This design comes from an exercise in tuning for small area, a short achievable clock period and few clock cycles per item on the open sky130 flow, not from production work. In this exercise RTL edits were held to simulation tests only and were not proved equivalent to the original.

[design.v]
package ldpc_code_pkg;
  localparam int code_n = 8;
  localparam int code_m = 4;
  localparam int row_w  = 2;
  typedef logic [row_w-1:0]  hb_row_t;
  typedef logic [code_n-1:0] bits_t;
  localparam logic [code_m*code_n-1:0] h_mask = {
    8'b1111_1111,
    8'b0100_1101,
    8'b0010_1011,
    8'b0001_0111
  };
endpackage
package ldpc_dec_pkg;
  localparam int llr_w   = 5;
  localparam int node_w  = 7;
  localparam int node_max = 63;
  localparam logic [2:0] cnorm_mul   = 3'd7;
  localparam int         cnorm_shift = 3;
  localparam int tag_w   = 4;
  localparam int niter_w = 4;
  localparam int err_w   = 4;
  typedef logic signed [llr_w-1:0]  llr_t;
  typedef logic signed [node_w-1:0] node_t;
endpackage
`timescale 1ns/1ns
module ldpc_dec_ctrl (
  input  logic                             iclk,
  input  logic                             ireset,
  input  logic                             start,
  input  logic [ldpc_dec_pkg::niter_w-1:0] niter,
  input  logic                             fmode,
  input  logic [ldpc_dec_pkg::tag_w-1:0]   tag,
  input  logic                             syn_zero,
  output logic                             busy,
  output logic                             load,
  output logic                             row_val,
  output ldpc_code_pkg::hb_row_t           row,
  output logic                             done,
  output logic [ldpc_dec_pkg::tag_w-1:0]   done_tag
);
  typedef enum logic [2:0] {
    st_idle,
    st_load,
    st_run,
    st_check,
    st_flush
  } state_t;
  state_t             state;
  logic [ldpc_dec_pkg::niter_w-1:0] niter_q;
  logic [ldpc_dec_pkg::niter_w-1:0] iter_cnt;
  logic               fmode_q;
  logic [ldpc_dec_pkg::tag_w-1:0]   tag_q;
  logic [ldpc_dec_pkg::niter_w:0]   iter_num;
  logic               stop;
  assign iter_num = {1'b0, iter_cnt} + 1'b1;
  assign stop     = (iter_num >= {1'b0, niter_q}) | (fmode_q & syn_zero);
  assign busy     = (state != st_idle);
  assign load     = (state == st_load);
  assign row_val  = (state == st_run);
  assign done     = (state == st_check) & stop;
  assign done_tag = tag_q;
  always_ff @(posedge iclk or posedge ireset) begin
    if (ireset) begin
      state    <= st_idle;
      row      <= '0;
      iter_cnt <= '0;
    end
    else begin
      case (state)
        st_idle : begin
          if (start)
            state <= st_load;
        end
        st_load : begin
          state    <= st_run;
          row      <= '0;
          iter_cnt <= '0;
        end
        st_run : begin
          row <= row + 1'b1;
          if (row == ldpc_code_pkg::hb_row_t'(ldpc_code_pkg::code_m - 1))
            state <= st_check;
        end
        st_check : begin
          if (stop) begin
            state <= st_flush;
          end
          else begin
            state    <= st_run;
            iter_cnt <= iter_cnt + 1'b1;
          end
        end
        st_flush : state <= st_idle;
        default  : state <= st_idle;
      endcase
    end
  end
  always_ff @(posedge iclk) begin
    if ((state == st_idle) & start) begin
      niter_q <= niter;
      fmode_q <= fmode;
      tag_q   <= tag;
    end
  end
endmodule
`timescale 1ns/1ns
module ldpc_dec_node_mem (
  input  logic                                           iclk,
  input  logic                                           ireset,
  input  logic                                           load,
  input  logic [ldpc_code_pkg::code_n-1:0][ldpc_dec_pkg::llr_w-1:0] llr,
  input  logic                                           row_val,
  input  ldpc_code_pkg::hb_row_t                         row,
  input  logic [ldpc_code_pkg::code_n-1:0][ldpc_dec_pkg::node_w-1:0]                         new_total,
  input  logic [ldpc_code_pkg::code_n-1:0][ldpc_dec_pkg::node_w-1:0]                         new_msg,
  output logic [ldpc_code_pkg::code_n-1:0][ldpc_dec_pkg::node_w-1:0]                         total,
  output logic [ldpc_code_pkg::code_n-1:0][ldpc_dec_pkg::node_w-1:0]                         old_msg
);
  logic [ldpc_code_pkg::code_n-1:0][ldpc_dec_pkg::node_w-1:0] msg_mem [ldpc_code_pkg::code_m];
  assign old_msg = msg_mem[row];
  always_ff @(posedge iclk or posedge ireset) begin
    if (ireset) begin
      total <= '0;
    end
    else if (load) begin
      for (int i = 0; i < ldpc_code_pkg::code_n; i++)
        total[i] <= ldpc_dec_pkg::node_t'($signed(llr[i]));
    end
    else if (row_val) begin
      total <= new_total;
    end
  end
  always_ff @(posedge iclk) begin
    if (load) begin
      for (int r = 0; r < ldpc_code_pkg::code_m; r++)
        msg_mem[r] <= '0;
    end
    else if (row_val) begin
      msg_mem[row] <= new_msg;
    end
  end
endmodule
`timescale 1ns/1ns
module ldpc_dec_cnode (
  input  ldpc_code_pkg::hb_row_t row,
  input  logic [ldpc_code_pkg::code_n-1:0][ldpc_dec_pkg::node_w-1:0] total,
  input  logic [ldpc_code_pkg::code_n-1:0][ldpc_dec_pkg::node_w-1:0] old_msg,
  output logic [ldpc_code_pkg::code_n-1:0][ldpc_dec_pkg::node_w-1:0] new_total,
  output logic [ldpc_code_pkg::code_n-1:0][ldpc_dec_pkg::node_w-1:0] new_msg
);
  ldpc_code_pkg::bits_t                    mask;
  logic signed [ldpc_dec_pkg::node_w:0]   v2c     [ldpc_code_pkg::code_n];
  logic        [ldpc_dec_pkg::node_w-1:0] mag     [ldpc_code_pkg::code_n];
  logic        [ldpc_dec_pkg::node_w-1:0] min1;
  logic        [ldpc_dec_pkg::node_w-1:0] min2;
  ldpc_code_pkg::bits_t                    min_sel;
  logic                     sgn_prod;
  logic        [ldpc_dec_pkg::node_w-1:0] sel_mag [ldpc_code_pkg::code_n];
  logic        [ldpc_dec_pkg::node_w+2:0] scaled  [ldpc_code_pkg::code_n];
  ldpc_dec_pkg::node_t                    msg     [ldpc_code_pkg::code_n];
  logic signed [ldpc_dec_pkg::node_w+1:0] sum     [ldpc_code_pkg::code_n];
  assign mask = ldpc_code_pkg::h_mask[row*ldpc_code_pkg::code_n +: ldpc_code_pkg::code_n];
  always_comb begin
    min1     = '1;
    min2     = '1;
    min_sel  = '0;
    sgn_prod = 1'b0;
    for (int i = 0; i < ldpc_code_pkg::code_n; i++) begin
      v2c[i] = $signed(total[i]) - $signed(old_msg[i]);
      mag[i] = v2c[i][ldpc_dec_pkg::node_w] ? ldpc_dec_pkg::node_w'(-v2c[i]) : ldpc_dec_pkg::node_w'(v2c[i]);
      if (mask[i]) begin
        sgn_prod = sgn_prod ^ v2c[i][ldpc_dec_pkg::node_w];
        if (mag[i] < min1) begin
          min2       = min1;
          min1       = mag[i];
          min_sel    = '0;
          min_sel[i] = 1'b1;
        end
        else if (mag[i] < min2) begin
          min2 = mag[i];
        end
      end
    end
  end
  always_comb begin
    for (int i = 0; i < ldpc_code_pkg::code_n; i++) begin
      sel_mag[i] = min_sel[i] ? min2 : min1;
      scaled[i]  = ({3'b000, sel_mag[i]} * {7'd0, ldpc_dec_pkg::cnorm_mul}) >> ldpc_dec_pkg::cnorm_shift;
      if (scaled[i] > ldpc_dec_pkg::node_max)
        msg[i] = ldpc_dec_pkg::node_t'(ldpc_dec_pkg::node_max);
      else
        msg[i] = ldpc_dec_pkg::node_t'(scaled[i]);
      if (sgn_prod ^ v2c[i][ldpc_dec_pkg::node_w])
        msg[i] = -msg[i];
      sum[i] = v2c[i] + msg[i];
      if (!mask[i]) begin
        new_total[i] = total[i];
        new_msg[i]   = '0;
      end
      else begin
        if (sum[i] > ldpc_dec_pkg::node_max)
          new_total[i] = ldpc_dec_pkg::node_t'(ldpc_dec_pkg::node_max);
        else if (sum[i] < -ldpc_dec_pkg::node_max)
          new_total[i] = ldpc_dec_pkg::node_t'(-ldpc_dec_pkg::node_max);
        else
          new_total[i] = ldpc_dec_pkg::node_t'(sum[i]);
        new_msg[i] = msg[i];
      end
    end
  end
endmodule
`timescale 1ns/1ns
module ldpc_dec_out (
  input  logic                                           iclk,
  input  logic                                           ireset,
  input  logic [ldpc_code_pkg::code_n-1:0][ldpc_dec_pkg::node_w-1:0]                         total,
  input  logic [ldpc_code_pkg::code_n-1:0][ldpc_dec_pkg::llr_w-1:0] llr,
  input  logic                                           done,
  input  logic [ldpc_dec_pkg::tag_w-1:0]                 done_tag,
  output logic                                           syn_zero,
  output logic                                           out_val,
  output ldpc_code_pkg::bits_t                           bits,
  output logic [ldpc_dec_pkg::tag_w-1:0]                 tag,
  output logic [ldpc_dec_pkg::err_w-1:0]                 err,
  output logic                                           decfail
);
  ldpc_code_pkg::bits_t             hard;
  ldpc_code_pkg::bits_t             chan_bits;
  logic [ldpc_code_pkg::code_m-1:0] syn;
  logic [ldpc_dec_pkg::err_w-1:0]  err_cnt;
  logic [ldpc_code_pkg::code_n-1:0][ldpc_dec_pkg::node_w-1:0]          total_q;
  logic              busy;
  logic              load_edge;
  always_comb begin
    err_cnt = '0;
    for (int i = 0; i < ldpc_code_pkg::code_n; i++) begin
      hard[i] = total[i][ldpc_dec_pkg::node_w-1];
      err_cnt = err_cnt + ldpc_dec_pkg::err_w'(hard[i] ^ chan_bits[i]);
    end
    for (int r = 0; r < ldpc_code_pkg::code_m; r++)
      syn[r] = ^(hard & ldpc_code_pkg::h_mask[r*ldpc_code_pkg::code_n +: ldpc_code_pkg::code_n]);
  end
  assign syn_zero = (syn == '0);
  assign load_edge = !busy & (total != total_q);
  always_ff @(posedge iclk or posedge ireset) begin
    if (ireset) begin
      busy    <= 1'b0;
      out_val <= 1'b0;
      total_q <= '0;
    end
    else begin
      out_val <= done;
      total_q <= total;
      if (done)
        busy <= 1'b0;
      else if (load_edge)
        busy <= 1'b1;
    end
  end
  always_ff @(posedge iclk) begin
    if (!busy & !load_edge) begin
      for (int i = 0; i < ldpc_code_pkg::code_n; i++)
        chan_bits[i] <= llr[i][ldpc_dec_pkg::llr_w-1];
    end
    if (done) begin
      bits    <= hard;
      tag     <= done_tag;
      err     <= err_cnt;
      decfail <= !syn_zero;
    end
  end
endmodule
`timescale 1ns/1ns
module ldpc_dec_top (
  input  logic        iclk,
  input  logic        ireset,
  input  logic        start,
  input  logic [39:0] dec_llr,
  input  logic [3:0]  dec_tag,
  input  logic [3:0]  dec_niter,
  input  logic        dec_fmode,
  output logic        busy,
  output logic        out_val,
  output logic [7:0]  out_bits,
  output logic [3:0]  out_tag,
  output logic [3:0]  out_err,
  output logic        out_decfail
);
  logic             load;
  logic             row_val;
  ldpc_code_pkg::hb_row_t          row;
  logic             done;
  logic [ldpc_dec_pkg::tag_w-1:0] done_tag;
  logic             syn_zero;
  logic [ldpc_code_pkg::code_n-1:0][ldpc_dec_pkg::node_w-1:0]         total;
  logic [ldpc_code_pkg::code_n-1:0][ldpc_dec_pkg::node_w-1:0]         old_msg;
  logic [ldpc_code_pkg::code_n-1:0][ldpc_dec_pkg::node_w-1:0]         new_total;
  logic [ldpc_code_pkg::code_n-1:0][ldpc_dec_pkg::node_w-1:0]         new_msg;
  logic [ldpc_code_pkg::code_n-1:0][ldpc_dec_pkg::llr_w-1:0] llr_in;
  assign llr_in = dec_llr;
  ldpc_dec_ctrl ctrl_inst (
    .iclk     (iclk),
    .ireset   (ireset),
    .start    (start),
    .niter    (dec_niter),
    .fmode    (dec_fmode),
    .tag      (dec_tag),
    .syn_zero (syn_zero),
    .busy     (busy),
    .load     (load),
    .row_val  (row_val),
    .row      (row),
    .done     (done),
    .done_tag (done_tag)
  );
  ldpc_dec_node_mem node_mem_inst (
    .iclk      (iclk),
    .ireset    (ireset),
    .load      (load),
    .llr       (llr_in),
    .row_val   (row_val),
    .row       (row),
    .new_total (new_total),
    .new_msg   (new_msg),
    .total     (total),
    .old_msg   (old_msg)
  );
  ldpc_dec_cnode cnode_inst (
    .row       (row),
    .total     (total),
    .old_msg   (old_msg),
    .new_total (new_total),
    .new_msg   (new_msg)
  );
  ldpc_dec_out out_inst (
    .iclk     (iclk),
    .ireset   (ireset),
    .total    (total),
    .llr      (llr_in),
    .done     (done),
    .done_tag (done_tag),
    .syn_zero (syn_zero),
    .out_val  (out_val),
    .bits     (out_bits),
    .tag      (out_tag),
    .err      (out_err),
    .decfail  (out_decfail)
  );
endmodule
[run.sh]
#!/bin/bash
# synth_recipe.tcl (not shown) runs the flow's synth.tcl, then flattens the netlist and writes it again
# the make line also repeats each setting of config.mk as NAME=value (left out here)
make -C /OpenROAD-flow-scripts/flow DESIGN_CONFIG=/design/flow/config.mk WORK_HOME=/design/flow/orfs CLKGATE_MAP_FILE= SYNTH_SCRIPT=/design/flow/synth_recipe.tcl finish
[config.mk]
export PLATFORM = sky130hd
export DESIGN_NAME = ldpc_dec_top
export DESIGN_NICKNAME = ldpc_dec_top
export VERILOG_FILES = /design/flow/design.v
export SDC_FILE = /design/flow/constraint.sdc
export NUM_CORES = 4
export LEC_CHECK = 0
export CAP_MARGIN = 20
export CORE_MARGIN = 2
export CORE_UTILIZATION = 30
export SLEW_MARGIN = 20
[constraint.sdc]
create_clock -name core_clock -period 20.0 [get_ports {iclk}]
set_input_delay 4.0000 -clock core_clock [delete_from_list [all_inputs] [get_ports {iclk}]]
set_output_delay 4.0000 -clock core_clock [all_outputs]
set_load 0.01 [all_outputs]
==> notes.md <==
registers in the layout, summed over array words and instances (netlist names):
name and flops:
out_inst.bits 8, node_mem_inst.total 56, node_mem_inst.msg_mem 224, out_inst.out_val 1
out_inst.tag 4, ctrl_inst.tag_q 4, ctrl_inst.state 3, out_inst.chan_bits 8
ctrl_inst.fmode_q 1, out_inst.decfail 1, out_inst.err 4, out_inst.busy 1
ctrl_inst.row 2, ctrl_inst.niter_q 4, out_inst.total_q 56, ctrl_inst.iter_cnt 4
final cells by class:
type / count / share of cell area, %
Tap cell: 1380 / 4.336
Clock inverter: 25 / 0.6440
Timing Repair Buffer: 521 / 10.63
Multi-Input combinational cell: 2508 / 51.00
Sequential cell: 381 / 27.20
Inverter: 357 / 3.377
Clock buffer: 52 / 2.812
Yosys cell counts, drive strengths merged (31+ instances only):
cell type | count | area, µm²
o21bai | 53 | 397.9
and2 | 31 | 193.9
nand3 | 41 | 210.2
nor2b | 34 | 212.7
mux2i | 33 | 330.3
a21o | 75 | 563.0
mux4 | 56 | 1261
mux2 | 42 | 473.0
dfrtp | 123 | 3078
edfxtp | 258 | 7747
a21oi | 228 | 1149
nand2 | 242 | 910.9
nor2 | 376 | 1411
fa | 52 | 1041
ha | 297 | 3716
inv | 356 | 1336
xnor2 | 185 | 1635
o21ai | 167 | 835.8
clkbuf | 75 | 281.5
xor2 | 111 | 972.2
per-layer routing:
layer	global-route usage, %	vias up
li1	-	12744
met2	28.84	828
met3	3.900	239
met1	25.55	12906
met5	0.3549	-
met4	7.539	4
kinds of logic (layout without fill, tap and decap cells):
group,count (synthesis),after routing
AOI/OAI and AO/OA,811,812
xor gates and xnor gates,296,296
adders and majority gates,358,358
buffers and inverters,446,955
DFF,381,381
muxes,131,131
other,1,28
and+or+nand+nor,883,883
final timing paths:
check,end,slack [ns],depth (start not counted)
setup / recovery,node_mem_inst.total[14],0.76,100
hold / removal,out_inst.tag[2],0.42,0
setup reg to reg,node_mem_inst.total[14],0.76,100
hold reg to reg,out_inst.tag[2],0.42,0
max in group asynchronous,out_inst.total_q[52],14.75,3
min in group asynchronous,node_mem_inst.total[17],3.90,2
critical path, delay by kind of cell, from the launching register on:
kind / cells / cell delay [ns]
buf+inv: 10 / 1.44
mux: 3 / 1.02
flops: 1 / 0.48
fa+ha+maj: 14 / 4.20
xor+xnor: 1 / 0.14
simple gates: 28 / 4.39
compound gates: 44 / 7.43
timing repair:
item / 4_1_cts / 5_1_grt
pin swaps: 4 / 106
resized for setup: 21 / 278
gates cloned: 0 / 2
setup endpoints to repair: 44 / 55
buffers inserted: 11 / 60
stage by stage:
step                      utilization (%)
after floorplan                         -
after detailed placement            35.31
after global placement              35.30
after CTS                           36.83
final                               38.43
after global routing                38.43
==> notes.md <==
via density per instance: 5.115
WL met1: 45,670 µm
WL final: 103,400 µm
max_cap viols: 0
Clock Tree Root: clkbuf_16
pre-CTS setup slack: -0.3275 ns
Max Transition Viols Final: 0
vias in the first global route: 25,961
Crit Path Max Fanout: 6
GPL Wtd Cong: 0.9884
clock slew at reported path FFs: 0.06 ns
Final TNS setup: 0 ns
fin crit share: 96.21%
Slew @ Worst Pin: 1.090 ns
initial antenna violation count: 7
Die W: 327.3 µm
Max clock buf depth: 3
CP Launch Point: ctrl_inst.row[0]
Slowest-stage cell, CP: fa_2
status: finished clean
async set or reset register ratio after synthesis: 32.28%
main combinational cell family by area after synthesis: compound AO/OA/AOI/OAI gates
Top FF cell, synth: edfxtp_1
Synth Register Bits: 381
clock skew: 0.02934 ns
Post-DP Area: 36,590 µm²
cells after synthesis: 3,307
TritonCTS Sinks: 381
Iter 0 DRT Violations: 2,123
Synth Area in XOR/XNOR: 8.316%
area occupied by registers: 10,830 µm²
dpl hpwl: 77,430 µm
Wirelength per Cell: 19.79 µm
largest net degree at the start of global routing: 69
critical path class: reg -> reg
HP Class: reg -> reg
WP data arrival: 19.69 ns
commonest non-fill, non-tap cell in the layout: buf_4
CTS tree: yes
Num CTS Buffers: 42
Post-Syn Area: 31,350 µm²
first-pass iteration count of the detailed router: 5
ANT nets after route: 0
most frequent cells in the layout: buf_4 (433), nor2_1 (356), inv_1 (345)
slew margin rel.: 27.33%
critical path launch point type: flop
DRC Markers: 0
worst setup margin: 0.7590 ns
Slowest Stage Delay on Critical Path: 0.58 ns
DR vias: 26,721
Worst Setup End Kind: flop
GRT overflow: 0
Mean Syn Cell Area: 9.481 µm²
post-synthesis compound-gate area fraction: 17.14%
met2 WL: 45,240 µm
worst-skew pair later-pin latency: 0.60 ns
first-pass GRT wire length: 153,900 µm
Die ar.: 107,100 µm²
simple-gate share of the synthesized area: 12.60%
met3 WL post-DR: 7669 µm
Area Overhead vs Synth: 27.02%
R2R Path Start: ctrl_inst.row[0]
post-layout minimum cycle time: 19.24 ns
share of cells above drive strength 1: 23.99%
Final Hold Fails: 0
Post-Synth Adder-Cell Area: 15.46%
Cell variety after synth: 100
diode count: 0
Initial Utilization: 30.25%
Max H-tree Level: 2
post-synthesis mux area share: 6.584%
sequential area share after synthesis: 34.53%
Die H: 327.3 µm
WP data required: 20.45 ns
Rows: 118
Non-Filler Instances: 5,224
io pins: 71
hold_sp: ctrl_inst.tag_q[2]
upper clock frequency limit: 51.97 MHz
core box area: 103,600 µm²
Placed Cells: 5,074
synth warn: 10
Setup Viol. Count Final: 0
highest routed layer: met5
CTS Hold Buffers Added: 0
area taken by multi-input logic gates: 20,310 µm²
PortBufs: 70
fin area: 39,830 µm²
GRT Total Usage: 18.72%
nets: 4,212
Post-synth EDFFs: 258
Hold Slack: 0.4246 ns
Fill cells: 10,291
Testbench counts, summed over its fixed seeds: cycles 55,105, frames 2,400.

==> afterwards: timing with drivers on the ports <==
How much do the figures lean on ideal ports? The routed layout below was timed once more, with nothing changed but the port constraints. Step 1, drivers: a clkbuf_16 drives iclk and a buf_2 each remaining input, both assumed. Step 2 moves the port delays by t, midway between the first and last clock arrival at a register: inputs arrive t later, outputs are due t later. That takes back most of the time a late clock gives input paths. Three values: no drivers, after step 1, after step 2; two values: the first two.
t, ns: 0.651
setup WS [ns]: 0.759 / 0.759 / 0.759
hold WS [ns]: 0.425 / 0.425 / 0.425
clock arrival spread, ns: 0.030 / 0.030
worst data-port slew with drivers (ns): 0.06
After both steps this run still meets setup and hold. For this run, drivers alone change the setup slack by 0.000 ns; drivers and shift together by 0.000 ns.
